Context: an optimization exercise on an open-source flow, tuned for small area. The choices shown serve that exercise and are no tape-out recipe.
The RTL was checked by simulation tests, not by an equivalence proof against the original design.
No activity file was given, so power comes from the tool's default toggle rates.

==> flow/design.v <==
package xdma_pkg;
  localparam int unsigned XdmaAddrWidth = 64;
  localparam logic [1:0] AxiBurstFixed = 2'b00;
  localparam logic [1:0] AxiBurstIncr  = 2'b01;
  localparam logic [1:0] AxiBurstWrap  = 2'b10;
  localparam logic [1:0] AxiRespOkay   = 2'b00;
  localparam logic [1:0] AxiRespExokay = 2'b01;
  localparam logic [1:0] AxiRespSlverr = 2'b10;
  localparam logic [1:0] AxiRespDecerr = 2'b11;
  typedef struct packed {
    logic [XdmaAddrWidth-1:0] addr;
    logic [7:0]               len;
  } ar_desc_t;
  typedef struct packed {
    logic [7:0] len;
    logic       last;
  } r_desc_t;
  function automatic logic [2:0] axi_size(input int unsigned data_width);
    axi_size = $clog2(data_width / 8);
  endfunction
endpackage
module fifo_v3 #(
  parameter int unsigned DEPTH = 4,
  parameter int unsigned WIDTH = 1
) (
  input  logic clk_i,
  input  logic rst_ni,
  output logic full_o,
  output logic empty_o,
  input  logic [WIDTH-1:0] data_i,
  input  logic push_i,
  output logic [WIDTH-1:0] data_o,
  input  logic pop_i
);
  localparam int unsigned AddrW = (DEPTH > 1) ? $clog2(DEPTH) : 1;
  localparam int unsigned CntW  = $clog2(DEPTH + 1);
  logic [WIDTH-1:0] mem_q [DEPTH];
  logic [WIDTH-1:0] mem_d [DEPTH];
  logic [AddrW-1:0] wr_ptr_q, wr_ptr_d;
  logic [AddrW-1:0] rd_ptr_q, rd_ptr_d;
  logic [CntW-1:0]  cnt_q, cnt_d;
  logic             do_push, do_pop;
  assign full_o  = (cnt_q == CntW'(DEPTH));
  assign empty_o = (cnt_q == '0);
  assign do_push = push_i && !full_o;
  assign do_pop  = pop_i && !empty_o;
  assign data_o  = mem_q[rd_ptr_q];
  always_comb begin
    for (int unsigned i = 0; i < DEPTH; i++) mem_d[i] = mem_q[i];
    wr_ptr_d = wr_ptr_q;
    rd_ptr_d = rd_ptr_q;
    cnt_d    = cnt_q;
    if (do_push) begin
      mem_d[wr_ptr_q] = data_i;
      wr_ptr_d = (wr_ptr_q == AddrW'(DEPTH - 1)) ? '0 : wr_ptr_q + AddrW'(1);
    end
    if (do_pop) begin
      rd_ptr_d = (rd_ptr_q == AddrW'(DEPTH - 1)) ? '0 : rd_ptr_q + AddrW'(1);
    end
    case ({do_push, do_pop})
      2'b10:   cnt_d = cnt_q + CntW'(1);
      2'b01:   cnt_d = cnt_q - CntW'(1);
      default: cnt_d = cnt_q;
    endcase
  end
  always_ff @(posedge clk_i or negedge rst_ni) begin
    if (!rst_ni) begin
      for (int unsigned i = 0; i < DEPTH; i++) mem_q[i] <= '0;
      wr_ptr_q <= '0;
      rd_ptr_q <= '0;
      cnt_q    <= '0;
    end else begin
      for (int unsigned i = 0; i < DEPTH; i++) mem_q[i] <= mem_d[i];
      wr_ptr_q <= wr_ptr_d;
      rd_ptr_q <= rd_ptr_d;
      cnt_q    <= cnt_d;
    end
  end
endmodule
module xdma_read_skid_buffer #(
  parameter int unsigned DataWidth = 512
) (
  input  logic                 clk_i,
  input  logic                 rst_ni,
  input  logic [DataWidth-1:0] in_data_i,
  input  logic                 in_tag_i,
  input  logic                 in_valid_i,
  output logic                 full_o,
  output logic [DataWidth-1:0] out_data_o,
  output logic                 out_tag_o,
  output logic                 out_valid_o,
  input  logic                 out_ready_i
);
  logic [DataWidth-1:0] data_q [2];
  logic [DataWidth-1:0] data_d [2];
  logic [1:0]           tag_q, tag_d;
  logic                 wr_ptr_q, wr_ptr_d;
  logic                 rd_ptr_q, rd_ptr_d;
  logic [1:0]           count_q, count_d;
  logic                 push, pop;
  assign full_o      = (count_q == 2'd2);
  assign out_valid_o = (count_q != 2'd0);
  assign out_data_o  = data_q[rd_ptr_q];
  assign out_tag_o   = tag_q[rd_ptr_q];
  assign push        = in_valid_i && !full_o;
  assign pop         = out_valid_o && out_ready_i;
  always_comb begin
    data_d[0] = data_q[0];
    data_d[1] = data_q[1];
    tag_d    = tag_q;
    wr_ptr_d = wr_ptr_q;
    rd_ptr_d = rd_ptr_q;
    count_d  = count_q;
    if (push) begin
      data_d[wr_ptr_q] = in_data_i;
      tag_d[wr_ptr_q]  = in_tag_i;
      wr_ptr_d         = !wr_ptr_q;
    end
    if (pop) begin
      rd_ptr_d = !rd_ptr_q;
    end
    case ({push, pop})
      2'b10:   count_d = count_q + 2'd1;
      2'b01:   count_d = count_q - 2'd1;
      default: count_d = count_q;
    endcase
  end
  always_ff @(posedge clk_i or negedge rst_ni) begin
    if (!rst_ni) begin
      data_q[0] <= '0;
      data_q[1] <= '0;
      tag_q    <= '0;
      wr_ptr_q <= 1'b0;
      rd_ptr_q <= 1'b0;
      count_q  <= 2'd0;
    end else begin
      data_q[0] <= data_d[0];
      data_q[1] <= data_d[1];
      tag_q    <= tag_d;
      wr_ptr_q <= wr_ptr_d;
      rd_ptr_q <= rd_ptr_d;
      count_q  <= count_d;
    end
  end
endmodule
module xdma_read_data_mover #(
  parameter int unsigned DataWidth    = 512,
  parameter int unsigned AddrWidth    = 48,
  parameter int unsigned AxiIdWidth   = 4,
  parameter int unsigned ReqFifoDepth = 4
) (
  input  logic                  clk_i,
  input  logic                  rst_ni,
  input  logic [AddrWidth-1:0]  rd_addr_i,
  input  logic [7:0]            rd_len_i,
  input  logic                  rd_last_i,
  input  logic                  rd_valid_i,
  output logic                  rd_ready_o,
  output logic [AxiIdWidth-1:0] ar_id_o,
  output logic [AddrWidth-1:0]  ar_addr_o,
  output logic [7:0]            ar_len_o,
  output logic [2:0]            ar_size_o,
  output logic [1:0]            ar_burst_o,
  output logic                  ar_valid_o,
  input  logic                  ar_ready_i,
  input  logic [DataWidth-1:0]  r_data_i,
  input  logic [1:0]            r_resp_i,
  input  logic                  r_last_i,
  input  logic                  r_valid_i,
  output logic                  r_ready_o,
  output logic [DataWidth-1:0]  data_o,
  output logic                  data_valid_o,
  input  logic                  data_ready_i,
  output logic                  trans_complete_o,
  output logic                  error_o
);
  localparam logic [2:0] ArSize = xdma_pkg::axi_size(DataWidth);
  logic [AddrWidth-1:0] slot_addr_q [4];
  logic [7:0]           slot_len_q  [4];
  logic                 slot_last_q [4];
  logic [2:0]           wp_q, ap_q, rp_q;
  logic                 full, ar_empty, r_empty;
  logic                 req_accept, ar_pop, r_hs, last_beat, r_done;
  logic [7:0]           r_len;
  logic                 r_last_desc;
  logic [7:0]           beat_cnt_q;
  assign full       = (wp_q[1:0] == rp_q[1:0]) && (wp_q[2] != rp_q[2]);
  assign r_empty    = (wp_q == rp_q);
  assign ar_empty   = (wp_q == ap_q);
  assign rd_ready_o = !full;
  assign req_accept = rd_valid_i && !full;
  always_ff @(posedge clk_i) begin
    for (int i = 0; i < 4; i++) begin
      if (!full && (wp_q[1:0] == 2'(i))) begin
        slot_addr_q[i] <= rd_addr_i;
        slot_len_q[i]  <= rd_len_i;
        slot_last_q[i] <= rd_last_i;
      end
    end
  end
  assign ar_id_o    = '0;
  assign ar_addr_o  = slot_addr_q[ap_q[1:0]];
  assign ar_len_o   = slot_len_q[ap_q[1:0]];
  assign ar_size_o  = ArSize;
  assign ar_burst_o = xdma_pkg::AxiBurstIncr;
  assign ar_valid_o = !ar_empty;
  assign ar_pop     = !ar_empty && ar_ready_i;
  logic [DataWidth-1:0] head_q, tail_q;
  logic                 head_tag_q, tail_tag_q;
  logic                 valid_q, two_q;
  logic                 pop, in_tag, ld_in, ld_tail;
  assign r_len       = slot_len_q[rp_q[1:0]];
  assign r_last_desc = slot_last_q[rp_q[1:0]];
  assign last_beat   = (beat_cnt_q == r_len);
  assign in_tag      = r_last_desc && last_beat;
  assign r_ready_o = !r_empty && !two_q;
  assign r_hs      = r_valid_i && r_ready_o;
  assign r_done    = r_hs && last_beat;
  assign data_valid_o = valid_q;
  assign data_o       = head_q;
  assign pop          = valid_q && data_ready_i;
  assign ld_tail = two_q && pop;
  assign ld_in   = !two_q && (!valid_q || pop);
  logic                 hold;
  logic [DataWidth-1:0] head_d;
  logic                 head_tag_d;
  assign hold       = !(ld_in || ld_tail);
  assign head_d     = ({DataWidth{ld_in}} & r_data_i) | ({DataWidth{ld_tail}} & tail_q) |
                      ({DataWidth{hold}} & head_q);
  assign head_tag_d = (ld_in & in_tag) | (ld_tail & tail_tag_q) | (hold & head_tag_q);
  always_ff @(posedge clk_i) begin
    if (!two_q) begin
      tail_q     <= r_data_i;
      tail_tag_q <= in_tag;
    end
    head_q     <= head_d;
    head_tag_q <= head_tag_d;
  end
  always_ff @(posedge clk_i or negedge rst_ni) begin
    if (!rst_ni) begin
      wp_q             <= 3'd0;
      ap_q             <= 3'd0;
      rp_q             <= 3'd0;
      beat_cnt_q       <= 8'd0;
      valid_q          <= 1'b0;
      two_q            <= 1'b0;
      error_o          <= 1'b0;
      trans_complete_o <= 1'b0;
    end else begin
      if (req_accept) wp_q <= wp_q + 3'd1;
      if (ar_pop)     ap_q <= ap_q + 3'd1;
      if (r_done)     rp_q <= rp_q + 3'd1;
      if (r_hs) begin
        beat_cnt_q <= last_beat ? 8'd0 : beat_cnt_q + 8'd1;
        if (r_resp_i[1] || (r_last_i != last_beat)) error_o <= 1'b1;
      end
      if (r_hs && !pop) begin
        valid_q <= 1'b1;
        two_q   <= valid_q;
      end else if (pop && !r_hs) begin
        valid_q <= two_q;
        two_q   <= 1'b0;
      end
      trans_complete_o <= pop && head_tag_q;
    end
  end
endmodule
==> flow/run.sh <==
#!/bin/bash
# synth_recipe.tcl (not shown) runs the flow's synth.tcl, then flattens the netlist and writes it again
# the make line also repeats each setting of config.mk as NAME=value (left out here)
make -C /OpenROAD-flow-scripts/flow DESIGN_CONFIG=/design/flow/config.mk WORK_HOME=/design/flow/orfs CLKGATE_MAP_FILE= SYNTH_SCRIPT=/design/flow/synth_recipe.tcl finish
==> flow/config.mk <==
export PLATFORM = sky130hd
export DESIGN_NAME = xdma_read_data_mover
export DESIGN_NICKNAME = xdma_read_data_mover
export VERILOG_FILES = /design/flow/design.v
export SDC_FILE = /design/flow/constraint.sdc
export NUM_CORES = 4
export LEC_CHECK = 0
export ABC_AREA = 1
export CAP_MARGIN = 20
export CORE_MARGIN = 2
export CORE_UTILIZATION = 40
export SLEW_MARGIN = 20
==> flow/constraint.sdc <==
create_clock -name core_clock -period 5.0 [get_ports {clk_i}]
set_input_delay 1.0000 -clock core_clock [delete_from_list [all_inputs] [get_ports {clk_i}]]
set_output_delay 1.0000 -clock core_clock [all_outputs]
set_load 0.01 [all_outputs]
==> summary.md, run 1 <==
| Metric | Value |
|---|---|
| Synth area leaders | `edfxtp_1 (48%), dfxtp_1 (22%), nand2_1 (9.6%)` |
| Area growth syn-to-layout | `37.7%` |
| Die height | `344 um` |
| First-pass GRT wire length | `229 mm` |
| CP Cell Sequence | `inv_1 > ha_4 > buf_4 > nand2_1 > o21ai_0 > clkdlybuf4s50_1` |
| Post_cts resized | `0` |
| Post-synth top area share | `0.481` |
| Clk slew on worst S/H paths | `0.06 ns` |
| Maximum vdd drop | `0.000484 V` |
| Max Freq | `227 MHz` |
| CP Launch Type | `flip-flop` |
| Critical Path Source | `ap_q[1]` |
| GPL Wtd Cong | `0.880` |
| CTS H-tree lvls | `4` |
| Slew HR | `0.278` |
| CP Max Fanout | `80` |
| Final Max Tran Viols | `0` |
| Status | `complete, no violations` |
| Top-count cell post-synth | `nand2_1` |
| Via density | `4.95` |
| P per Cell Area | `674 nW/um2` |
| Leak | `25.3 nW` |
| Critical path required time | `4.00 ns` |
| Routed vias | `33612` |
| Hold Worst Slack | `0.243 ns` |
| Synthesized area per cell | `11.5 um2` |
| Finished Core Util | `0.557` |
| Endpoint class of the critical path | `output pin` |
| Port Buf Inserts | `1150` |
| Die width | `344 um` |
| Worst-margin pin slew | `1.08 ns` |
| Avg WL per Cell | `24.2 um` |
| Clock tree buffer depth | `3` |
| Critical R2R Launch | `two_q` |
| CP peak stage delay | `0.72 ns` |
| Drt first-iter violations | `2752` |
| Root Buffer Master | `clkbuf_16` |
| Slowest CP cell | `ha_4` |
| GR Overflow Total | `0` |
| Ys flop type | `edfxtp_1` |
| Initial Util | `0.404` |
| Core area | `115000 um2` |
| HPWL Detailed | `117 mm` |
| Postcts setup bufs | `0` |
| Rows | `124` |
| Top delay family on crit path | `buffers and inverters` |
| # IOs | `1161` |
| Clk latency of the worst-skew pair | `0.74 ns` |
| CP Data Arrival Time | `3.40 ns` |
| # DRC | `0` |
| Final Net Count | `5729` |
| RSZ-0062 raised after global routing | `no` |
| Final period util | `0.881` |
| EDFF count, synth | `741` |
| Synthesized area | `46300 um2` |
| WL final | `165 mm` |
| R2R Setup Slk | `2.03 ns` |
| Worst min path class | `in -> async` |
| CTS tree | `done` |
| Crit path time final | `4.40 ns` |
| Clock Sinks | `1275` |
| Critical path type | `reg -> out` |
| Sequential fraction of the synthesis area | `0.714` |
| GR Util All Layers | `0.267` |
| Post-synth top area cell | `edfxtp_1` |
| # setup viols final | `0` |
| TritonCTS Buffers | `138` |
| Antenna violations before repair | `74` |
| Layout cells sized above 1 | `0.0520` |
| Post-Syn Instances | `4010` |
| Clk_skew | `0.0336 ns` |
| Async set or reset register ratio after synthesis | `0.0165` |
| DR pass1 iterations | `5` |
| Post-synthesis register bit count | `1275` |
| Vias in the first global route | `32178` |
| Cts-stage hold buffer count | `0` |
| Distinct cells, synth | `36` |
| Max Cap Viol | `0` |
| Hold Fails Final Rpt | `0` |
| Detail Route Antenna Nets | `0` |
| Synth top cells by count | `nand2_1 (1182), edfxtp_1 (741), inv_1 (553)` |
| Worst path bufs/invs | `3` |
| Yosys warns | `4` |
| Largest net degree at the start of global routing | `166` |
| Die area | `118000 um2` |
[worst register-to-register path: cells and delay by family (launching register included)]
kind / cells / cell delay [ns]
flops: 1 / 0.44
buf+inv: 3 / 2.08
[cell usage in the layout, fill, tap and decap left out, types with 8 or more instances in the layout]
cell type,count
buf_4,29
clkinv_1,10
o211ai_1,512
clkbuf_8,26
a21oi_1,62
buf_12,14
clkbuf_16,141
a22o_1,48
edfxtp_1,741
inv_2,10
a32oi_1,8
dfxtp_1,513
nand3_1,30
inv_1,547
nand2_1,1182
diode_2,34
dfrtp_1,21
clkinv_2,12
clkbuf_1,49
ha_1,9
clkdlybuf4s50_1,1149
conb_1,9
o21ai_0,56
[final timing paths]
path | to | cells after the start
worst min register to register | head_q[410] | 2
max in group asynchronous | beat_cnt_q[2] | 1
worst max register to register | tail_q[258] | 3
worst min-delay path | ap_q[1] | 1
worst max-delay path | ar_addr_o[39] | 6
min in group core_clock | head_q[410] | 2
[report_power, final]
group	switching, mW	leakage [nW]	internal [mW]
Combinational	8.62	11.0	6.77
Sequential	1.81	12.0	15.6
Clock	4.26	2.19	5.84
Total	14.7	25.3	28.2
[stage by stage]
stage          std cells  power, mW  setup TNS (ns)  instance area (um2)  setup WS [ns]
2_1_floorplan       4017       25.0        -3688.69                46300          -3.56
3_3_place_gp        6509       32.9               0                59200           1.38
3_5_place_dp        6509       33.0               0                59200           1.35
4_1_cts             6763       43.3               0                63700          0.524
5_1_grt             6783       45.0               0                63700          0.330
6_report            6797       42.9               0                63700          0.596
[flip-flops by register name (all words and copies together) (netlist names)]
name and flops:
slot_len_q 32, ap_q 3, error_o 1, head_tag_q 1, two_q 1, rp_q 3
beat_cnt_q 8, wp_q 3, tail_tag_q 1, trans_complete_o 1, tail_q 512, valid_q 1
head_q 512, slot_last_q 4, slot_addr_q 192
[cell families (layout without fill, tap and decap cells)]
family,after synthesis,count (layout),share of synthesized area
DFF,1275,1275,0.714
xor gates and xnor gates,14,14,0.00265
and+or+nand+nor,1237,1237,0.103
buffers and inverters,773,2007,0.0688
AOI/OAI and AO/OA,695,695,0.108
adders and majority gates,14,14,0.00378
other,2,43,0.000162
[cell type report]
class,instances,area [um2]
Antenna cell,34,85.1
Clock buffer,216,4070
Clock inverter,38,414
Fill cell,9674,50800
Inverter,560,2120
Multi-Input combinational cell,1969,10100
Sequential cell,1275,33000
Tap cell,1512,1890
Timing Repair Buffer,1193,12000
[layer usage]
layer | routed length [um] | track usage
met1 | 63700 | 0.323
met2 | 77800 | 0.431
met3 | 15800 | 0.0995
met4 | 6860 | 0.107
met5 | 385 | 0
==> inputs of run 2 (changes only) <==
--- a/flow/config.mk
+++ b/flow/config.mk
@@ -11,2 +11,3 @@
 export CORE_UTILIZATION = 40
+export CTS_BUF_LIST = sky130_fd_sc_hd__clkbuf_4 sky130_fd_sc_hd__clkbuf_8
 export SLEW_MARGIN = 20
==> summary.md, run 2 <==
| Metric | Value |
|---|---|
| Critical Path Source | `ap_q[0]` |
| Leak | `25.5 nW` |
| Clock Sinks | `1275` |
| RSZ-0062 raised after global routing | `no` |
| Synthesized area per cell | `11.5 um2` |
| GR Overflow Total | `0` |
| Crit path time final | `4.54 ns` |
| CTS H-tree lvls | `4` |
| Detail Route Antenna Nets | `0` |
| Largest family of logic cells by synthesized area | `compound AO/OA/AOI/OAI gates` |
| Post_cts resized | `0` |
| Drt first-iter violations | `2523` |
| # setup viols final | `0` |
| Hold Worst Slack | `0.0933 ns` |
| TritonCTS Buffers | `208` |
| Final Net Count | `5799` |
| Clk latency of the worst-skew pair | `0.90 ns` |
| # IOs | `1161` |
| Critical path type | `reg -> out` |
| Post-Syn Instances | `4010` |
| Seq pwr share | `0.410` |
| Max Cap Viol | `0` |
| CP Cell Sequence | `inv_1 > ha_4 > buf_4 > nand2_1 > o21ai_0 > clkdlybuf4s50_1` |
| HPWL Detailed | `117 mm` |
| Yosys warns | `4` |
| Post-synth top area cell | `edfxtp_1` |
| Synth area leaders | `edfxtp_1 (48%), dfxtp_1 (22%), nand2_1 (9.6%)` |
| Total power draw | `42.5 mW` |
| P per Cell Area | `667 nW/um2` |
| First-pass GRT wire length | `230 mm` |
| Total net switching power | `14.7 mW` |
| Synth Area in Simple Gates | `0.103` |
| Clock tree buffer depth | `3` |
| GPL Wtd Cong | `0.880` |
| Placement-stage cell area | `59200 um2` |
| Adder-cell area share of the yosys netlist | `0.00378` |
| Layout cells sized above 1 | `0.0855` |
| Critical R2R Launch | `two_q` |
| Clk slew on worst S/H paths | `0.06 ns` |
| Port Buf Inserts | `1150` |
| Synthesized area | `46300 um2` |
| Mux cell area share after synthesis | `0` |
| Status | `complete, no violations` |
| Final Max Tran Viols | `0` |
| Endpoint class of the critical path | `output pin` |
| WL final | `165 mm` |
| Post-synth top area share | `0.481` |
| Die area | `118000 um2` |
| DR pass1 iterations | `5` |
| EDFF count, synth | `741` |
| Fin area | `63800 um2` |
| R2R Setup Slk | `1.97 ns` |
| CP peak stage delay | `0.73 ns` |
| Core area | `115000 um2` |
| R2r endpoint | `tail_q[148]` |
| Rows | `124` |
| Avg WL per Cell | `23.8 um` |
| Distinct cells, synth | `36` |
| Top delay family on crit path | `buffers and inverters` |
| Compound-Gate Fraction of Synth Area | `0.108` |
| Clk_skew | `0.0632 ns` |
| Postcts setup bufs | `0` |
| Die width | `344 um` |
| Synth Area in XOR/XNOR | `0.00265` |
| GR Util All Layers | `0.267` |
| Die height | `344 um` |
| Area growth syn-to-layout | `37.8%` |
| CP Launch Type | `flip-flop` |
| Synth top cells by count | `nand2_1 (1182), edfxtp_1 (741), inv_1 (553)` |
| Commonest non-fill, non-tap cells in the layout | `nand2_1 (1182), clkdlybuf4s50_1 (1149), edfxtp_1 (741), inv_1 (547), dfxtp_1 (513)` |
| R2R depth | `3` |
| Vias in the first global route | `32610` |
| Maximum vdd drop | `0.000480 V` |
| Largest regs | `head_q: 512 flops, tail_q: 512 flops, slot_addr_q: 192 flops` |
| Via density | `4.89` |
| Comb power frac | `0.362` |
| Hold Fails Final Rpt | `0` |
| Worst min path class | `in -> async` |
| CP Max Fanout | `80` |
| Worst path bufs/invs | `3` |
| Worst-margin pin slew | `1.10 ns` |
| Cts-stage hold buffer count | `0` |
| Root Buffer Master | `clkbuf_8` |
| Switching share of power | `0.347` |
| Max Freq | `220 MHz` |
| Routed vias | `33942` |
| Power share of the clock group | `0.227` |
| Slowest CP cell | `ha_4` |
| Async set or reset register ratio after synthesis | `0.0165` |
| Initial Util | `0.404` |
| Total stage count of the critical path | `6` |
| Ys flop type | `edfxtp_1` |
| Antenna violations before repair | `80` |
| Most common cell after layout, fill and taps aside | `nand2_1` |
| Internal power | `27.8 mW` |
| Final period util | `0.909` |
| CTS tree | `done` |
| Largest net degree at the start of global routing | `166` |
| Critical path required time | `4.00 ns` |
| CP Data Arrival Time | `3.54 ns` |
| Slew HR | `0.268` |
| # DRC | `0` |
| Post-synthesis register bit count | `1275` |
| Sequential fraction of the synthesis area | `0.714` |
| Top-count cell post-synth | `nand2_1` |
run 2: cells by family after synthesis:
family                   count (synthesis)
AND/OR/NAND/NOR                       1237
XOR/XNOR                                14
other                                    2
adder cells (fa/ha/maj)                 14
buffers and inverters                  773
AO/OA/AOI/OAI                          695
flip-flops                            1275
run 2: final cells by class:
cell class	instances	area (um2)
fillers	9802	50700
flip-flops and latches	1275	33000
repair buffers	1193	12000
multi-input cells	1969	10100
clock buffers	363	4270
inverters	560	2120
well taps	1512	1890
clock inverters	31	245
diodes	36	90.1
run 2: how the worst max path moves through the flow:
stage | to | slack (ns)
after global placement | ar_addr_o[46] | 1.38
after detailed placement | ar_addr_o[27] | 1.35
after global routing | ar_addr_o[27] | 0.14
after CTS | ar_addr_o[27] | 0.35
final | ar_addr_o[39] | 0.46
after floorplan | tail_q[0] | -3.56
run 2: per-layer routing:
metal | vias up | part of all wire | routed length [um] | global-route usage
met3 | 347 | 0.096 | 15900 | 0.105
met5 | - | 0.0023 | 376 | 0
met2 | 1180 | 0.48 | 78800 | 0.432
met1 | 16279 | 0.39 | 64200 | 0.321
met4 | 58 | 0.036 | 5910 | 0.103
li1 | 16078 | - | - | -
run 2: power groups by stage:
stage / combinational [mW] / clock (mW) / sequential (mW)
2_1_floorplan: 6.29 / 0 / 18.7
3_3_place_gp: 15.4 / 0 / 17.5
3_5_place_dp: 15.4 / 0 / 17.6
4_1_cts: 15.6 / 9.86 / 17.4
5_1_grt: 16.4 / 10.3 / 17.9
6_report: 15.4 / 9.66 / 17.5
run 2: stage by stage:
step                       util  cells  setup slack, ns  setup TNS, ns
after floorplan               -   4017            -3.56       -3688.69
after global placement    0.517   6509             1.38              0
after detailed placement  0.517   6509             1.35              0
after CTS                 0.556   6903            0.353              0
after global routing      0.557   6929            0.139              0
final                     0.557   6939            0.457              0
==> inputs of run 3 (changes only) <==
==> flow/flow/run.sh (new file) <==
#!/bin/bash
# Standard layout with two changes:
#  - the port buffers buffer_ports inserts are the smallest buffer
#    (sky130_fd_sc_hd__buf_1) rather than the cell it picks by default;
#    repair_design still resizes any that need more drive;
#  - after floorplanning, OpenROAD's restructure re-maps the combinational
#    logic for area (flow/restructure.tcl).
set -euo pipefail
bash standard.sh "BUFFER_PORTS_ARGS=-buffer_cell sky130_fd_sc_hd__buf_1" \
  "POST_FLOORPLAN_TCL=$PWD/flow/restructure.tcl" finish > standard_flow.log 2>&1
==> flow/flow/restructure.tcl (new file) <==
# POST_FLOORPLAN hook: area-oriented re-mapping of the combinational logic
# (registers are left as synthesis made them).
report_design_area
restructure -target area \
  -liberty_file [lindex $::env(LIB_FILES) 0] \
  -tielo_port sky130_fd_sc_hd__conb_1/LO \
  -tiehi_port sky130_fd_sc_hd__conb_1/HI \
  -work_dir $::env(OBJECTS_DIR) \
  -abc_logfile $::env(LOG_DIR)/2_1_restructure_abc.log
report_design_area
==> flow/standard.sh (new file) <==
#!/bin/bash
# synth_recipe.tcl (not shown) runs the flow's synth.tcl, then flattens the netlist and writes it again
# the make line also repeats each setting of config.mk as NAME=value (left out here)
make -C /OpenROAD-flow-scripts/flow DESIGN_CONFIG=/design/flow/config.mk WORK_HOME=/design/flow/orfs CLKGATE_MAP_FILE= SYNTH_SCRIPT=/design/flow/synth_recipe.tcl "${@:-finish}"
--- a/flow/config.mk
+++ b/flow/config.mk
@@ -11,3 +11,4 @@
 export CORE_UTILIZATION = 40
-export CTS_BUF_LIST = sky130_fd_sc_hd__clkbuf_4 sky130_fd_sc_hd__clkbuf_8
+export CTS_CLUSTER_DIAMETER = 100
+export CTS_CLUSTER_SIZE = 30
 export SLEW_MARGIN = 20
removed: flow/run.sh
==> summary.md, run 3 <==
| Metric | Value |
|---|---|
| Status | `complete, no violations` |
| Slowest CP cell | `nor2_1` |
| Synth area leaders | `edfxtp_1 (48%), dfxtp_1 (22%), nand2_1 (9.6%)` |
| Critical R2R Launch | `rp_q[0]` |
| Synthesized area | `46300 um2` |
| Die height | `344 um` |
| Top-count cell post-synth | `nand2_1` |
| Ys flop type | `edfxtp_1` |
| CP Data Arrival Time | `3.04 ns` |
| CTS tree | `done` |
| EDFF count, synth | `741` |
| HPWL Detailed | `126 mm` |
| CP peak stage delay | `0.52 ns` |
| Routed vias | `30813` |
| Yosys warns | `4` |
| Avg WL per Cell | `30.1 um` |
| Crit path time final | `4.04 ns` |
| Port Buf Inserts | `1150` |
| # setup viols final | `0` |
| Worst path bufs/invs | `3` |
| Drt first-iter violations | `5465` |
| Async set or reset register ratio after synthesis | `0.0165` |
| Endpoint class of the critical path | `output pin` |
| Initial Util | `0.404` |
| Post-Syn Instances | `4010` |
| Vias in the first global route | `27900` |
| Worst-margin pin slew | `1.10 ns` |
| Final Net Count | `4507` |
| Cts-stage hold buffer count | `0` |
| Final period util | `0.807` |
| P per Cell Area | `717 nW/um2` |
| R2R Setup Slk | `1.86 ns` |
| Post-synth top area cell | `edfxtp_1` |
| TritonCTS Buffers | `49` |
| Maximum vdd drop | `0.000412 V` |
| Rows | `124` |
| Clk_skew | `0.0474 ns` |
| # IOs | `1161` |
| Via density | `5.57` |
| Final Max Tran Viols | `0` |
| Die width | `344 um` |
| RSZ-0062 raised after global routing | `no` |
| CP Launch Type | `flip-flop` |
| # DRC | `0` |
| First-pass GRT wire length | `220 mm` |
| Slew HR | `0.266` |
| Post-synthesis register bit count | `1275` |
| Clock Sinks | `1275` |
| Sequential fraction of the synthesis area | `0.714` |
| WL final | `167 mm` |
| Critical path type | `reg -> out` |
| Hold Worst Slack | `0.260 ns` |
| Commonest non-fill, non-tap cells in the layout | `buf_1 (1150), edfxtp_1 (741), clkinv_1 (547), a222oi_1 (522), dfxtp_1 (513)` |
| GR Overflow Total | `0` |
| Die area | `118000 um2` |
| Max Cap Viol | `0` |
| Post-synth top area share | `0.481` |
| Clock tree buffer depth | `3` |
| Detail Route Antenna Nets | `0` |
| Clk slew on worst S/H paths | `0.12 ns` |
| Core area | `115000 um2` |
| Antenna violations before repair | `102` |
| Largest regs | `head_q: 512 flops, tail_q: 512 flops, slot_addr_q: 192 flops` |
| Largest net degree at the start of global routing | `164` |
| DR pass1 iterations | `10` |
| Worst min path class | `in -> async` |
| Max Freq | `248 MHz` |
| Root Buffer Master | `clkbuf_16` |
| Top delay family on crit path | `buffers and inverters` |
| Clk latency of the worst-skew pair | `0.69 ns` |
| Hold Fails Final Rpt | `0` |
| Post_cts resized | `0` |
| Leak | `17.3 nW` |
| Postcts setup bufs | `0` |
| CTS H-tree lvls | `2` |
| Most common cell after layout, fill and taps aside | `buf_1` |
| Synthesized area per cell | `11.5 um2` |
| R2r endpoint | `rp_q[2]` |
| Finished Core Util | `0.441` |
| CP Cell Sequence | `nor2_1 > inv_2 > buf_4 > a32oi_1 > buf_1` |
| GR Util All Layers | `0.263` |
| CP Max Fanout | `37` |
| Layout cells sized above 1 | `0.0290` |
| Critical path required time | `4.00 ns` |
| GPL Wtd Cong | `0.966` |
| Distinct cells, synth | `36` |
| Area growth syn-to-layout | `9.19%` |
| R2R depth | `12` |
| Synth top cells by count | `nand2_1 (1182), edfxtp_1 (741), inv_1 (553)` |
-- run 3: cell counts after synthesis --
No cell type changed its count.
-- run 3: per-layer routing --
layer	global-route usage	wire, um
met5	0	428
met4	0.0794	5010
met3	0.138	25200
met2	0.369	69600
met1	0.352	66300
-- run 3: area by class of cell --
| cell class | instances | area [um2] |
|---|---|---|
| multi-input combinational | 855 | 7020 |
| clock buffer | 85 | 1380 |
| sequential | 1275 | 33000 |
| clock inverter | 5 | 81.3 |
| fill | 10670 | 64000 |
| antenna | 48 | 120 |
| tap | 1512 | 1890 |
| inverter | 551 | 2080 |
| timing repair buffer | 1197 | 4920 |
-- run 3: cells by family after synthesis --
logic type	Yosys count	share of synthesized area
flip-flops	1275	0.714
buffers and inverters	773	0.0688
AND/OR/NAND/NOR	1237	0.103
XOR/XNOR	14	0.00265
adder cells (fa/ha/maj)	14	0.00378
other	2	0.000162
AO/OA/AOI/OAI	695	0.108
-- run 3: per-stage QoR --
| step | instances | worst slack, ns | power (mW) | area [um2] | TNS, ns |
|---|---|---|---|---|---|
| after global routing | 5501 | 0.837 | 38.1 | 50500 | 0 |
| after global placement | 5390 | 1.74 | 30.9 | 49000 | 0 |
| after detailed placement | 5390 | 1.74 | 31.2 | 49000 | 0 |
| after CTS | 5480 | 0.930 | 36.3 | 50400 | 0 |
| after floorplan | 4017 | -3.56 | 25.0 | 46300 | -3688.69 |
| final | 5528 | 0.963 | 36.2 | 50500 | 0 |
-- run 3: worst max path at each step --
stage	startpoint	end	slack, ns	depth (start not counted)
2_1_floorplan	two_q	tail_q[0]	-3.56	1
3_3_place_gp	ap_q[0]	ar_len_o[1]	1.74	5
3_5_place_dp	ap_q[0]	ar_len_o[1]	1.74	5
4_1_cts	ap_q[0]	ar_len_o[1]	0.93	5
5_1_grt	ap_q[0]	ar_len_o[3]	0.84	5
6_report	ap_q[0]	ar_len_o[3]	0.96	5
-- run 3: report_power, final --
group	total, mW	switching, mW	internal, mW
combinational	13.5	9.66	3.83
clock	5.21	3.25	1.96
sequential	17.5	1.81	15.7
total	36.2	14.7	21.5
==> inputs of run 4 (changes only) <==
--- a/flow/config.mk
+++ b/flow/config.mk
@@ -12,3 +12,3 @@
 export CTS_CLUSTER_DIAMETER = 100
-export CTS_CLUSTER_SIZE = 30
+export CTS_CLUSTER_SIZE = 20
 export SLEW_MARGIN = 20
==> summary.md, run 4 <==
| Metric | Value |
|---|---|
| Sequential fraction of the synthesis area | `0.714` |
| CP Cell Sequence | `nor2_1 > inv_2 > buf_4 > a32oi_1 > buf_1` |
| Post-Syn Instances | `4010` |
| Antenna violations before repair | `98` |
| Drt first-iter violations | `5340` |
| GR Overflow Total | `0` |
| Port Buf Inserts | `1150` |
| Area growth syn-to-layout | `10.9%` |
| Critical path required time | `4.00 ns` |
| R2R depth | `12` |
| Cts-stage hold buffer count | `0` |
| WL final | `167 mm` |
| Distinct cells, synth | `36` |
| Top-count cell post-synth | `nand2_1` |
| TritonCTS Buffers | `74` |
| Die area | `118000 um2` |
| Commonest non-fill, non-tap cells in the layout | `buf_1 (1150), edfxtp_1 (741), clkinv_1 (547), a222oi_1 (522), dfxtp_1 (513)` |
| CP Max Fanout | `37` |
| Hold Fails Final Rpt | `0` |
| Endpoint class of the critical path | `output pin` |
| # DRC | `0` |
| Clk slew on worst S/H paths | `0.09 ns` |
| Max Freq | `251 MHz` |
| Layout cells sized above 1 | `0.0359` |
| Detail Route Antenna Nets | `0` |
| Met3 wire length | `24.4 mm` |
| Worst path bufs/invs | `3` |
| Post-synth top area cell | `edfxtp_1` |
| EDFF count, synth | `741` |
| First-pass GRT wire length | `221 mm` |
| Die width | `344 um` |
| Vias in the first global route | `28185` |
| Critical R2R Launch | `rp_q[0]` |
| Maximum vdd drop | `0.000417 V` |
| Synth top cells by count | `nand2_1 (1182), edfxtp_1 (741), inv_1 (553)` |
| Met2 wire len | `69.8 mm` |
| Slew HR | `0.298` |
| Leak | `17.7 nW` |
| Die height | `344 um` |
| CP Data Arrival Time | `2.99 ns` |
| Met1 WL | `67.3 mm` |
| CP Launch Type | `flip-flop` |
| RSZ-0062 raised after global routing | `no` |
| Synth area leaders | `edfxtp_1 (48%), dfxtp_1 (22%), nand2_1 (9.6%)` |
| DR pass1 iterations | `12` |
| GR Util All Layers | `0.265` |
| Clk latency of the worst-skew pair | `0.67 ns` |
| HPWL Detailed | `126 mm` |
| Slowest CP cell | `inv_2` |
| Final TNS setup | `0 ns` |
| Yosys warns | `4` |
| Largest net degree at the start of global routing | `164` |
| Most common cell after layout, fill and taps aside | `buf_1` |
| Synthesized area per cell | `11.5 um2` |
| Post-synth top area share | `0.481` |
| Postcts setup bufs | `0` |
| Rows | `124` |
| P per Cell Area | `730 nW/um2` |
| Clk_skew | `0.0272 ns` |
| Avg WL per Cell | `30.0 um` |
| Synthesized area | `46300 um2` |
| Top delay family on crit path | `buffers and inverters` |
| CTS H-tree lvls | `3` |
| DR top layer | `met5` |
| Ys flop type | `edfxtp_1` |
| Crit path time final | `3.99 ns` |
| R2r endpoint | `rp_q[2]` |
| Status | `complete, no violations` |
| Initial Util | `0.404` |
| Clock Sinks | `1275` |
| Via density | `5.57` |
| Post_cts resized | `0` |
| Final period util | `0.798` |
| Core area | `115000 um2` |
| GPL Wtd Cong | `0.966` |
| Critical path type | `reg -> out` |
| Root Buffer Master | `clkbuf_16` |
| # setup viols final | `0` |
| Finished Core Util | `0.448` |
| Routed vias | `31049` |
| Worst-margin pin slew | `1.05 ns` |
| Final Max Tran Viols | `0` |
| Largest regs | `head_q: 512 flops, tail_q: 512 flops, slot_addr_q: 192 flops` |
| Max Cap Viol | `0` |
| Async set or reset register ratio after synthesis | `0.0165` |
| Post-synthesis register bit count | `1275` |
| Final Net Count | `4532` |
| Clock tree buffer depth | `3` |
| Worst min path class | `in -> async` |
| CTS tree | `done` |
| CP peak stage delay | `0.52 ns` |
| R2R Setup Slk | `1.83 ns` |
| # IOs | `1161` |
-- run 4: kinds of logic (layout without fill, tap and decap cells) --
logic type,Yosys count,count (layout),share of synthesized area
AO/OA/AOI/OAI,695,734,0.108
buffers and inverters,773,1885,0.0688
AND/OR/NAND/NOR,1237,102,0.103
XOR/XNOR,14,1,0.00265
flip-flops,1275,1275,0.714
adder cells (fa/ha/maj),14,0,0.00378
other,2,67,0.000162
-- run 4: routing by layer --
layer  track usage  up-vias
met5             0        -
met4        0.0856       60
met3         0.132      325
met2         0.370     1787
met1         0.357    15478
li1              -    13399
-- run 4: worst register-to-register path, cell delays in order, from the launching register on --
cell and delay [ns]:
dfrtp_1 0.43, clkinv_1 0.20, nor2_1 0.55, clkinv_1 0.30, o221ai_1 0.25, o21a_1 0.19, a2bb2oi_1 0.07, nor3_1 0.18
nand4b_1 0.20, nor2_1 0.13, buf_4 0.18, clkinv_1 0.14, o32ai_1 0.23
-- run 4: final cells by class --
type | count | area, um2
inverters | 551 | 2080
diodes | 49 | 123
clock inverters | 9 | 148
clock buffers | 128 | 2090
repair buffers | 1197 | 4920
multi-input cells | 855 | 7020
flip-flops and latches | 1275 | 33000
well taps | 1512 | 1890
fillers | 10585 | 63200
-- run 4: worst max path at each step --
stage	start	slack, ns	cells after the start	end
after floorplan	two_q	-3.56	1	tail_q[0]
after global placement	ap_q[0]	1.74	5	ar_len_o[1]
after detailed placement	ap_q[0]	1.74	5	ar_len_o[1]
after CTS	ap_q[0]	0.95	5	ar_len_o[1]
after global routing	ap_q[0]	0.87	5	ar_len_o[3]
final	ap_q[0]	1.01	5	ar_len_o[3]
-- run 4: power by group --
part | switching, mW | leakage (nW) | total [mW] | internal [mW]
clock network | 3.53 | 1.06 | 6.44 | 2.91
registers | 1.81 | 11.9 | 17.5 | 15.7
logic | 9.66 | 4.75 | 13.5 | 3.83
-- run 4: stage by stage --
step	area, um2	total power, mW	setup slack, ns	hold slack, ns	instances
2_1_floorplan	46300	25.0	-3.56	0.404	4017
3_3_place_gp	49000	30.9	1.74	0.441	5390
3_5_place_dp	49000	31.2	1.74	0.449	5390
4_1_cts	51200	37.6	0.949	0.216	5527
5_1_grt	51200	39.4	0.867	0.269	5548
6_report	51300	37.5	1.01	0.282	5576
==> inputs of run 5 (changes only) <==
--- a/flow/config.mk
+++ b/flow/config.mk
@@ -10,3 +10,3 @@
 export CORE_MARGIN = 2
-export CORE_UTILIZATION = 40
+export CORE_UTILIZATION = 60
 export CTS_CLUSTER_DIAMETER = 100
==> summary.md, run 5 <==
| Metric | Value |
|---|---|
| Post-Syn Instances | `4010` |
| Synth area leaders | `edfxtp_1 (48%), dfxtp_1 (22%), nand2_1 (9.6%)` |
| Synthesized area per cell | `11.5 um2` |
| Distinct cells, synth | `36` |
| Initial Util | `0.607` |
| EDFF count, synth | `741` |
| Synth top cells by count | `nand2_1 (1182), edfxtp_1 (741), inv_1 (553)` |
| Async set or reset register ratio after synthesis | `0.0165` |
| Post-synth top area share | `0.481` |
| Post-synth top area cell | `edfxtp_1` |
| Die height | `282 um` |
| Top-count cell post-synth | `nand2_1` |
| Yosys warns | `4` |
| Ys flop type | `edfxtp_1` |
| Synthesized area | `46300 um2` |
| Status | `did not finish` |
| Post-synthesis register bit count | `1275` |
| Sequential fraction of the synthesis area | `0.714` |
| Err | `[ERROR PPL-0024] Number of IO pins (1161) exceeds maximum number of available positions (1014). Increase the die perimeter from 1126.98um to 1578.96um.` |
| Die width | `282 um` |
| Last stage | `I/O pin placement (3_2_place_iop)` |
| Rows | `101` |
## run 5: cell families after synthesis
group,after synthesis,share of synthesized area
XOR/XNOR,14,0.00265
buffers and inverters,773,0.0688
flip-flops,1275,0.714
AND/OR/NAND/NOR,1237,0.103
AO/OA/AOI/OAI,695,0.108
other,2,0.000162
adder cells (fa/ha/maj),14,0.00378
==> inputs of run 6 (changes only) <==
--- a/flow/config.mk
+++ b/flow/config.mk
@@ -10,3 +10,3 @@
 export CORE_MARGIN = 2
-export CORE_UTILIZATION = 60
+export CORE_UTILIZATION = 45
 export CTS_CLUSTER_DIAMETER = 100
==> summary.md, run 6 <==
| Metric | Value |
|---|---|
| Status | `complete, no violations` |
| Most common cell after layout, fill and taps aside | `buf_1` |
| Final Max Tran Viols | `0` |
| Largest net degree at the start of global routing | `170` |
| Worst min path class | `in -> async` |
| GR Util All Layers | `0.311` |
| Sequential fraction of the synthesis area | `0.714` |
| DR pass1 iterations | `10` |
| # setup viols final | `0` |
| TritonCTS Buffers | `76` |
| Synth top cells by count | `nand2_1 (1182), edfxtp_1 (741), inv_1 (553)` |
| Area growth syn-to-layout | `10.5%` |
| Die height | `325 um` |
| CP Max Fanout | `51` |
| R2r endpoint | `rp_q[2]` |
| Post-route insts no fill | `5442` |
| Initial Util | `0.454` |
| Largest regs | `head_q: 512 flops, tail_q: 512 flops, slot_addr_q: 192 flops` |
| Final period util | `0.949` |
| Endpoint class of the critical path | `output pin` |
| CP Launch Type | `flip-flop` |
| GR Overflow Total | `0` |
| Post-synthesis register bit count | `1275` |
| Detail Route Antenna Nets | `0` |
| R2R Setup Slk | `1.62 ns` |
| Commonest non-fill, non-tap cells in the layout | `buf_1 (1149), edfxtp_1 (741), clkinv_1 (549), a222oi_1 (522), dfxtp_1 (513)` |
| Area of the multi-input gates | `7020 um2` |
| Avg WL per Cell | `31.5 um` |
| Antenna violations before repair | `112` |
| Die width | `325 um` |
| Final Net Count | `4529` |
| Top-count cell post-synth | `nand2_1` |
| Clock tree buffer depth | `3` |
| Rows | `117` |
| Yosys warns | `4` |
| Root Buffer Master | `clkbuf_16` |
| Max Freq | `211 MHz` |
| CP Data Arrival Time | `3.74 ns` |
| Distinct cells, synth | `36` |
| Crit-path most repeated cell | `buf_4` |
| Via density | `5.78` |
| Post-Syn Instances | `4010` |
| Layout cells sized above 1 | `0.0356` |
| RSZ-0062 raised after global routing | `no` |
| CTS tree | `done` |
| Clk slew on worst S/H paths | `0.08 ns` |
| Drt first-iter violations | `6394` |
| Post-synth top area cell | `edfxtp_1` |
| R2R depth | `12` |
| Postcts setup bufs | `0` |
| Critical path required time | `4.00 ns` |
| Leak | `17.7 nW` |
| Post-synth top area share | `0.481` |
| Vias in the first global route | `28383` |
| Hold Fails Final Rpt | `0` |
| P per Cell Area | `737 nW/um2` |
| Port Buf Inserts | `1150` |
| Synth area leaders | `edfxtp_1 (48%), dfxtp_1 (22%), nand2_1 (9.6%)` |
| Hold Worst Slack | `0.348 ns` |
| Synthesized area per cell | `11.5 um2` |
| GPL Wtd Cong | `0.994` |
| Critical R2R Launch | `rp_q[0]` |
| First-pass GRT wire length | `232 mm` |
| Max Cap Viol | `0` |
| Async set or reset register ratio after synthesis | `0.0165` |
| Synthesized area | `46300 um2` |
| Number of fill cells | `9089` |
| Clk latency of the worst-skew pair | `0.69 ns` |
| Slew HR | `0.289` |
| Slowest CP cell | `buf_4` |
| Maximum vdd drop | `0.000439 V` |
| CP peak stage delay | `0.55 ns` |
| # DRC | `0` |
| Clock Sinks | `1275` |
| Worst-margin pin slew | `1.07 ns` |
| HPWL Detailed | `130 mm` |
| Crit path time final | `4.74 ns` |
| # IOs | `1161` |
| Clk_skew | `0.0176 ns` |
| Ys flop type | `edfxtp_1` |
| FF+latch area | `33000 um2` |
| CTS H-tree lvls | `3` |
| CP Cell Sequence | `buf_4 > clkinv_1 > nor2_1 > clkinvlp_4 > buf_4 > o22ai_1 > a21oi_1 > buf_1` |
| Core area | `102000 um2` |
| EDFF count, synth | `741` |
| Routed vias | `31470` |
| Critical path type | `reg -> out` |
| Final TNS setup | `0 ns` |
| Die area | `105000 um2` |
| Cells after DPL | `5241` |
| WL final | `172 mm` |
==> run 6: where the power goes <==
part	total [mW]	switching, mW	internal, mW
Combinational	13.6	9.76	3.80
Sequential	17.6	1.83	15.7
Clock	6.55	3.58	2.96
Total	37.7	15.2	22.5
==> run 6: layout make-up <==
class	instances	share of cell area
sequential	1275	0.646
multi-input combinational	855	0.137
timing repair buffer	1192	0.0943
clock buffer	127	0.0411
inverter	551	0.0407
tap	1368	0.0335
clock inverter	13	0.00370
antenna	61	0.00299
==> run 6: worst max path at each step <==
stage	to	from
after floorplan	tail_q[0]	two_q
after global placement	ar_addr_o[3]	ap_q[1]
after detailed placement	ar_addr_o[3]	ap_q[1]
after CTS	ar_addr_o[3]	ap_q[1]
after global routing	ar_addr_o[3]	ap_q[1]
final	ar_addr_o[3]	ap_q[1]
==> run 6: worst max-delay path: cells and delay by family, from the launching register on <==
kind / cells / cell delay [ns]
buffers and inverters: 5 / 1.78
AOI/OAI and AO/OA: 2 / 0.39
and+or+nand+nor: 1 / 0.53
DFF: 1 / 0.35
==> run 6: logic make-up after synthesis <==
| group | synth area share |
|---|---|
| buf+inv | 0.0688 |
| other cells | 0.000162 |
| xor+xnor | 0.00265 |
| flops | 0.714 |
| compound gates | 0.108 |
| simple gates | 0.103 |
| fa+ha+maj | 0.00378 |
==> run 6: layer usage <==
metal | up-vias | global-route usage | routed length, um
met1 | 15734 | 0.443 | 69600
met2 | 1884 | 0.422 | 70400
met3 | 343 | 0.144 | 26200
met5 | - | 0 | 798
li1 | 13413 | - | -
met4 | 96 | 0.0843 | 4590
==> run 6: repair_timing <==
action,CTS,global route
setup endpoints to repair,0,3
endpoints found under the hold margin,0,0
hold buffers,0,0
gates resized for setup,0,2
==> run 6: metrics by stage <==
stage / power (mW) / area [um2] / utilization / setup WS, ns
after floorplan: 25.0 / 46300 / - / -3.56
after global placement: 30.9 / 48700 / 0.478 / 0.876
after detailed placement: 31.2 / 48700 / 0.478 / 0.842
after CTS: 37.7 / 51000 / 0.500 / 0.0997
after global routing: 39.4 / 51000 / 0.501 / 0.0127
final: 37.7 / 51100 / 0.502 / 0.257
==> inputs of run 7 (changes only) <==
--- a/flow/config.mk
+++ b/flow/config.mk
@@ -10,5 +10,5 @@
 export CORE_MARGIN = 2
-export CORE_UTILIZATION = 45
+export CORE_UTILIZATION = 40
 export CTS_CLUSTER_DIAMETER = 100
-export CTS_CLUSTER_SIZE = 20
+export CTS_CLUSTER_SIZE = 25
 export SLEW_MARGIN = 20
==> summary.md, run 7 <==
| Metric | Value |
|---|---|
| Vias in the first global route | `27977` |
| Area of the multi-input gates | `7020 um2` |
| Ys flop type | `edfxtp_1` |
| Initial Util | `0.404` |
| Cells after DPL | `5390` |
| Avg WL per Cell | `30.1 um` |
| Synth area leaders | `edfxtp_1 (48%), dfxtp_1 (22%), nand2_1 (9.6%)` |
| GR Overflow Total | `0` |
| Commonest non-fill, non-tap cells in the layout | `buf_1 (1150), edfxtp_1 (741), clkinv_1 (547), a222oi_1 (522), dfxtp_1 (513)` |
| Final Max Tran Viols | `0` |
| Internal power | `21.8 mW` |
| Synthesized area | `46300 um2` |
| # DRC | `0` |
| Rows | `124` |
| Placement-stage cell area | `49000 um2` |
| Seq pwr share | `0.480` |
| Die width | `344 um` |
| First-pass GRT wire length | `220 mm` |
| Core area | `115000 um2` |
| Max Cap Viol | `0` |
| Final worst slack | `0.979 ns` |
| # setup viols final | `0` |
| Critical R2R Launch | `rp_q[0]` |
| Post_cts resized | `0` |
| RSZ-0062 raised after global routing | `no` |
| Detail Route Antenna Nets | `0` |
| Number of fill cells | `10640` |
| Synth top cells by count | `nand2_1 (1182), edfxtp_1 (741), inv_1 (553)` |
| Yosys warns | `4` |
| Power share of the clock group | `0.151` |
| Sequential fraction of the synthesis area | `0.714` |
| Most common cell after layout, fill and taps aside | `buf_1` |
| Clock Sinks | `1275` |
| # IOs | `1161` |
| Async set or reset register ratio after synthesis | `0.0165` |
| HPWL Detailed | `126 mm` |
| Clk latency of the worst-skew pair | `0.72 ns` |
| Post-synthesis register bit count | `1275` |
| Cts-stage hold buffer count | `0` |
| Via density | `5.58` |
| Critical path required time | `4.00 ns` |
| Root Buffer Master | `clkbuf_16` |
| Crit path time final | `4.02 ns` |
| Fin area | `50700 um2` |
| EDFF count, synth | `741` |
| Post-synth top area cell | `edfxtp_1` |
| Leak | `17.4 nW` |
| Final TNS setup | `0 ns` |
| Max Freq | `249 MHz` |
| Post-Place Setup Slack | `1.74 ns` |
| CTS H-tree lvls | `2` |
| CTS tree | `done` |
| Post-route insts no fill | `5534` |
| WL final | `167 mm` |
| CP Launch Type | `flip-flop` |
| Die area | `118000 um2` |
| FF+latch area | `33000 um2` |
| Routed vias | `30854` |
| R2R Setup Slk | `1.86 ns` |
| Post-Syn Instances | `4010` |
| R2R depth | `12` |
| Worst-margin pin slew | `1.12 ns` |
| Area growth syn-to-layout | `9.54%` |
| Clk_skew | `0.0445 ns` |
| P per Cell Area | `721 nW/um2` |
| TritonCTS Buffers | `57` |
| Distinct cells, synth | `36` |
| Final Net Count | `4515` |
| DR pass1 iterations | `10` |
| Postcts setup bufs | `0` |
| Post-synth top area share | `0.481` |
| Total power draw | `36.5 mW` |
| Comb power frac | `0.369` |
| CP Data Arrival Time | `3.02 ns` |
| Status | `complete, no violations` |
| Finished Core Util | `0.443` |
| Synthesized area per cell | `11.5 um2` |
| Drt first-iter violations | `5401` |
| Port Buf Inserts | `1150` |
| Clk slew on worst S/H paths | `0.11 ns` |
| Top-count cell post-synth | `nand2_1` |
| Hold Worst Slack | `0.230 ns` |
| Endpoint class of the critical path | `output pin` |
| Layout cells sized above 1 | `0.0302` |
| Largest regs | `head_q: 512 flops, tail_q: 512 flops, slot_addr_q: 192 flops` |
| Worst min path class | `in -> async` |
| Die height | `344 um` |
| Hold Fails Final Rpt | `0` |
| Antenna violations before repair | `97` |
| Slew HR | `0.251` |
| Largest net degree at the start of global routing | `164` |
| GPL Wtd Cong | `0.966` |
| Final period util | `0.804` |
| Clock tree buffer depth | `3` |
| Switching share of power | `0.405` |
| Total net switching power | `14.8 mW` |
| Maximum vdd drop | `0.000414 V` |
| Critical path type | `reg -> out` |
| R2r endpoint | `rp_q[2]` |
| GR Util All Layers | `0.263` |
| CP Max Fanout | `37` |
==> run 7: changes by cell type in the layout (fill, tap and decap cells not counted), sizes merged <==
cell	before	now
buf	1191	1197
clkbuf	128	98
clkinv	555	547
clkinvlp	1	0
diode	61	42
==> run 7: power by group through the flow <==
stage / clock network [mW] / registers [mW] / logic (mW)
floorplan: 0 / 18.7 / 6.29
global placement: 0 / 17.5 / 13.3
detailed placement: 0 / 17.7 / 13.5
CTS: 5.65 / 17.5 / 13.5
global route: 5.94 / 17.9 / 14.6
finish: 5.52 / 17.5 / 13.5
==> run 7: how the worst max path moves through the flow <==
stage	startpoint	to	slack [ns]
global route	ap_q[0]	ar_len_o[3]	0.83
finish	ap_q[0]	ar_len_o[3]	0.98
detailed placement	ap_q[0]	ar_len_o[1]	1.74
floorplan	two_q	tail_q[0]	-3.56
global placement	ap_q[0]	ar_len_o[1]	1.74
CTS	ap_q[0]	ar_len_o[1]	0.91
==> run 7: final cells by class <==
class                           count  share of cell area
Antenna cell                       42             0.00207
Clock inverter                      4             0.00128
Tap cell                         1512              0.0373
Sequential cell                  1275               0.652
Clock buffer                       98              0.0312
Multi-Input combinational cell    855               0.138
Timing Repair Buffer             1197              0.0970
Inverter                          551              0.0409
==> run 7: layer usage <==
metal / routed length [um] / GRT usage / up-vias
met5: 392 / 0 / -
met4: 4760 / 0.0772 / 62
met3: 24700 / 0.133 / 308
met2: 70200 / 0.372 / 1749
met1: 66600 / 0.353 / 15413
li1: - / - / 13322
==> run 7: critical path: stages, from the launching register on <==
cell and delay [ns]:
dfrtp_1 0.43, nor2_1 0.51, inv_2 0.52, buf_4 0.35
a32oi_1 0.21, buf_1 0.28
==> run 7: cells by family after synthesis <==
logic type	share of synthesized area
compound gates	0.108
xor+xnor	0.00265
fa+ha+maj	0.00378
buf+inv	0.0688
flops	0.714
other cells	0.000162
simple gates	0.103
==> inputs of run 8 (changes only) <==
--- a/flow/design.v
+++ b/flow/design.v
@@ -181,3 +181,3 @@
   logic [2:0]           wp_q, ap_q, rp_q;
-  logic                 full, ar_empty, r_empty;
+  logic                 full, ar_full, r_full, ar_empty, r_empty;
   logic                 req_accept, ar_pop, r_hs, last_beat, r_done;
@@ -186,3 +186,5 @@
   logic [7:0]           beat_cnt_q;
-  assign full       = (wp_q[1:0] == rp_q[1:0]) && (wp_q[2] != rp_q[2]);
+  assign r_full     = (wp_q[1:0] == rp_q[1:0]) && (wp_q[2] != rp_q[2]);
+  assign ar_full    = (wp_q[1:0] == ap_q[1:0]) && (wp_q[2] != ap_q[2]);
+  assign full       = r_full || ar_full;
   assign r_empty    = (wp_q == rp_q);
==> summary.md, run 8 <==
| Metric | Value |
|---|---|
| Status | `complete, no violations` |
| Critical path type | `reg -> out` |
| WL final | `170 mm` |
| # IOs | `1161` |
| Final Net Count | `4503` |
| Worst min path class | `in -> async` |
| Synthesized area | `46200 um2` |
| Slew HR | `0.315` |
| Detail Route Antenna Nets | `0` |
| Leak | `17.1 nW` |
| CP Data Arrival Time | `3.02 ns` |
| Number of fill cells | `10632` |
| Max Freq | `249 MHz` |
| Endpoint class of the critical path | `output pin` |
| # setup viols final | `0` |
| Async set or reset register ratio after synthesis | `0.0165` |
| Post-synth top area cell | `edfxtp_1` |
| Cts-stage hold buffer count | `0` |
| Post-route insts no fill | `5550` |
| Rows | `124` |
| Critical path required time | `4.00 ns` |
| Maximum vdd drop | `0.000484 V` |
| Clock Sinks | `1275` |
| Clk slew on worst S/H paths | `0.10 ns` |
| CTS H-tree lvls | `2` |
| Final TNS setup | `0 ns` |
| Post-synth top area share | `0.481` |
| Max Cap Viol | `0` |
| Die height | `344 um` |
| Worst-margin pin slew | `1.03 ns` |
| Layout cells sized above 1 | `0.0294` |
| CP Max Fanout | `43` |
| CP Cell Sequence | `nor2_1 > inv_2 > buf_4 > o22ai_1 > a21oi_1 > buf_1` |
| EDFF count, synth | `741` |
| Drt first-iter violations | `6596` |
| GR Util All Layers | `0.269` |
| Routed vias | `31335` |
| Most common cell after layout, fill and taps aside | `buf_1` |
| Distinct cells, synth | `36` |
| Slowest CP cell | `inv_2` |
| Yosys warns | `4` |
| R2R Setup Slk | `1.41 ns` |
| Port Buf Inserts | `1150` |
| Area of the multi-input gates | `7010 um2` |
| Post_cts resized | `0` |
| TritonCTS Buffers | `59` |
| CTS tree | `done` |
| Die width | `344 um` |
| R2R depth | `11` |
| R2r endpoint | `rp_q[2]` |
| P per Cell Area | `723 nW/um2` |
| DR pass1 iterations | `10` |
| RSZ-0062 raised after global routing | `no` |
| CP peak stage delay | `0.55 ns` |
| FF+latch area | `33000 um2` |
| Critical R2R Launch | `rp_q[0]` |
| Core area | `115000 um2` |
| CP Launch Type | `flip-flop` |
| Via density | `5.65` |
| Area growth syn-to-layout | `9.70%` |
| Initial Util | `0.404` |
| Clk latency of the worst-skew pair | `0.69 ns` |
| First-pass GRT wire length | `224 mm` |
| Final Max Tran Viols | `0` |
| # DRC | `0` |
| Post-synthesis register bit count | `1275` |
| Synth top cells by count | `nand2_1 (1176), edfxtp_1 (741), inv_1 (552)` |
| Post-Syn Instances | `4005` |
| HPWL Detailed | `125 mm` |
| Clock tree buffer depth | `3` |
| Largest regs | `head_q: 512 flops, tail_q: 512 flops, slot_addr_q: 192 flops` |
| Synth area leaders | `edfxtp_1 (48%), dfxtp_1 (22%), nand2_1 (9.5%)` |
| Ys flop type | `edfxtp_1` |
| Synthesized area per cell | `11.5 um2` |
| Sequential fraction of the synthesis area | `0.715` |
| Top-count cell post-synth | `nand2_1` |
| Largest net degree at the start of global routing | `154` |
| Hold Fails Final Rpt | `0` |
| Avg WL per Cell | `30.7 um` |
| Vias in the first global route | `28174` |
| Postcts setup bufs | `0` |
| Antenna violations before repair | `126` |
| GPL Wtd Cong | `0.938` |
| Clk_skew | `0.0183 ns` |
| Root Buffer Master | `clkbuf_16` |
| Crit path time final | `4.02 ns` |
| Commonest non-fill, non-tap cells in the layout | `buf_1 (1150), edfxtp_1 (741), clkinv_1 (544), a222oi_1 (526), dfxtp_1 (513)` |
| Die area | `118000 um2` |
| Cells after DPL | `5376` |
| Final period util | `0.803` |
| GR Overflow Total | `0` |
[run 8: cell count changes in the layout (fill, tap and decap cells not counted), moves of 3 or more]
cell	previous run	this run
nand2_1	66	70
clkinv_1	547	544
buf_4	27	22
a222oi_1	522	526
clkbuf_16	57	61
diode_2	42	65
buf_12	20	15
[run 8: area by class of cell]
cell class | instances | area share
flip-flops and latches | 1275 | 0.651
multi-input cells | 855 | 0.138
repair buffers | 1187 | 0.0943
inverters | 547 | 0.0406
well taps | 1512 | 0.0373
clock buffers | 102 | 0.0333
diodes | 65 | 0.00321
clock inverters | 7 | 0.00168
[run 8: where the power goes]
part / leakage (nW) / switching, mW / internal [mW]
sequential: 11.9 / 1.93 / 15.8
clock: 0.849 / 3.35 / 2.35
combinational: 4.41 / 9.51 / 3.72
[run 8: worst max-delay path, delay by kind of cell, from the launching register on]
family                 cells  cell delay [ns]
buffers and inverters      3             1.10
AND/OR/NAND/NOR            1             0.51
AO/OA/AOI/OAI              2             0.25
flip-flops                 1             0.43
[run 8: per-layer routing]
layer | up-vias | part of all wire | global-route usage
li1 | 13359 | - | -
met5 | - | 0.0028 | 0
met2 | 1927 | 0.41 | 0.363
met3 | 362 | 0.17 | 0.151
met4 | 74 | 0.037 | 0.0999
met1 | 15613 | 0.38 | 0.357
[run 8: kinds of logic (layout without fill, tap and decap cells)]
logic type,after synthesis,in the layout,synth area share
DFF,1275,1275,0.715
and+or+nand+nor,1234,109,0.103
buffers and inverters,772,1843,0.0678
AOI/OAI and AO/OA,696,725,0.108
adders and majority gates,14,0,0.00379
xor gates and xnor gates,12,3,0.00227
other,2,83,0.000162
[run 8: worst max-delay path by stage]
stage / startpoint / endpoint / slack, ns / cells past startpoint
4_1_cts: ap_q[1] / ar_len_o[6] / 0.93 / 6
2_1_floorplan: two_q / tail_q[0] / -3.56 / 1
3_5_place_dp: rp_q[0] / rp_q[2] / 1.45 / 11
6_report: ap_q[0] / ar_addr_o[46] / 0.98 / 6
3_3_place_gp: rp_q[0] / rp_q[2] / 1.42 / 11
5_1_grt: ap_q[0] / ar_addr_o[46] / 0.78 / 6
[run 8: through the flow]
stage	hold WS [ns]	setup slack, ns	cell area [um2]	power [mW]	utilization
4_1_cts	0.227	0.925	50600	36.7	0.442
5_1_grt	0.292	0.776	50600	38.5	0.442
3_3_place_gp	0.439	1.42	48800	30.8	0.426
2_1_floorplan	0.404	-3.56	46300	25.2	-
3_5_place_dp	0.443	1.45	48800	31.0	0.426
6_report	0.273	0.983	50700	36.7	0.443

==> re-timing with driven ports <==
In the flow no input, the clock included, has a driving cell. The finished layouts below were timed again as built, in two steps. Step 1 assumes that a clkbuf_16 drives the clock port and a buf_2 every other input. Step 2 times the ports against the registers' clock, not the clock port: input delays grow and output delays shrink by t, the midpoint of the rising clock arrivals with the driver on. a / b / c = ideal / step 1 / step 2; a / b = the first two.
run	t (ns)	setup WS [ns]	worst data-port slew with drivers (ns)	cell pins on the clock port's net
run 1	0.806	0.596 / 0.518 / 1.325	0.27	1
run 2	0.950	0.457 / 0.383 / 1.333	0.26	1
run 3	0.758	0.963 / 0.878 / 1.636	0.28	1
run 4	0.745	1.009 / 0.924 / 1.669	0.27	1
run 6	0.744	0.257 / 0.182 / 0.926	0.38	1
run 7	0.772	0.979 / 0.903 / 1.675	0.27	1
run 8	0.756	0.983 / 0.907 / 1.412	0.31	1
After both steps setup and hold are still met in every run listed.
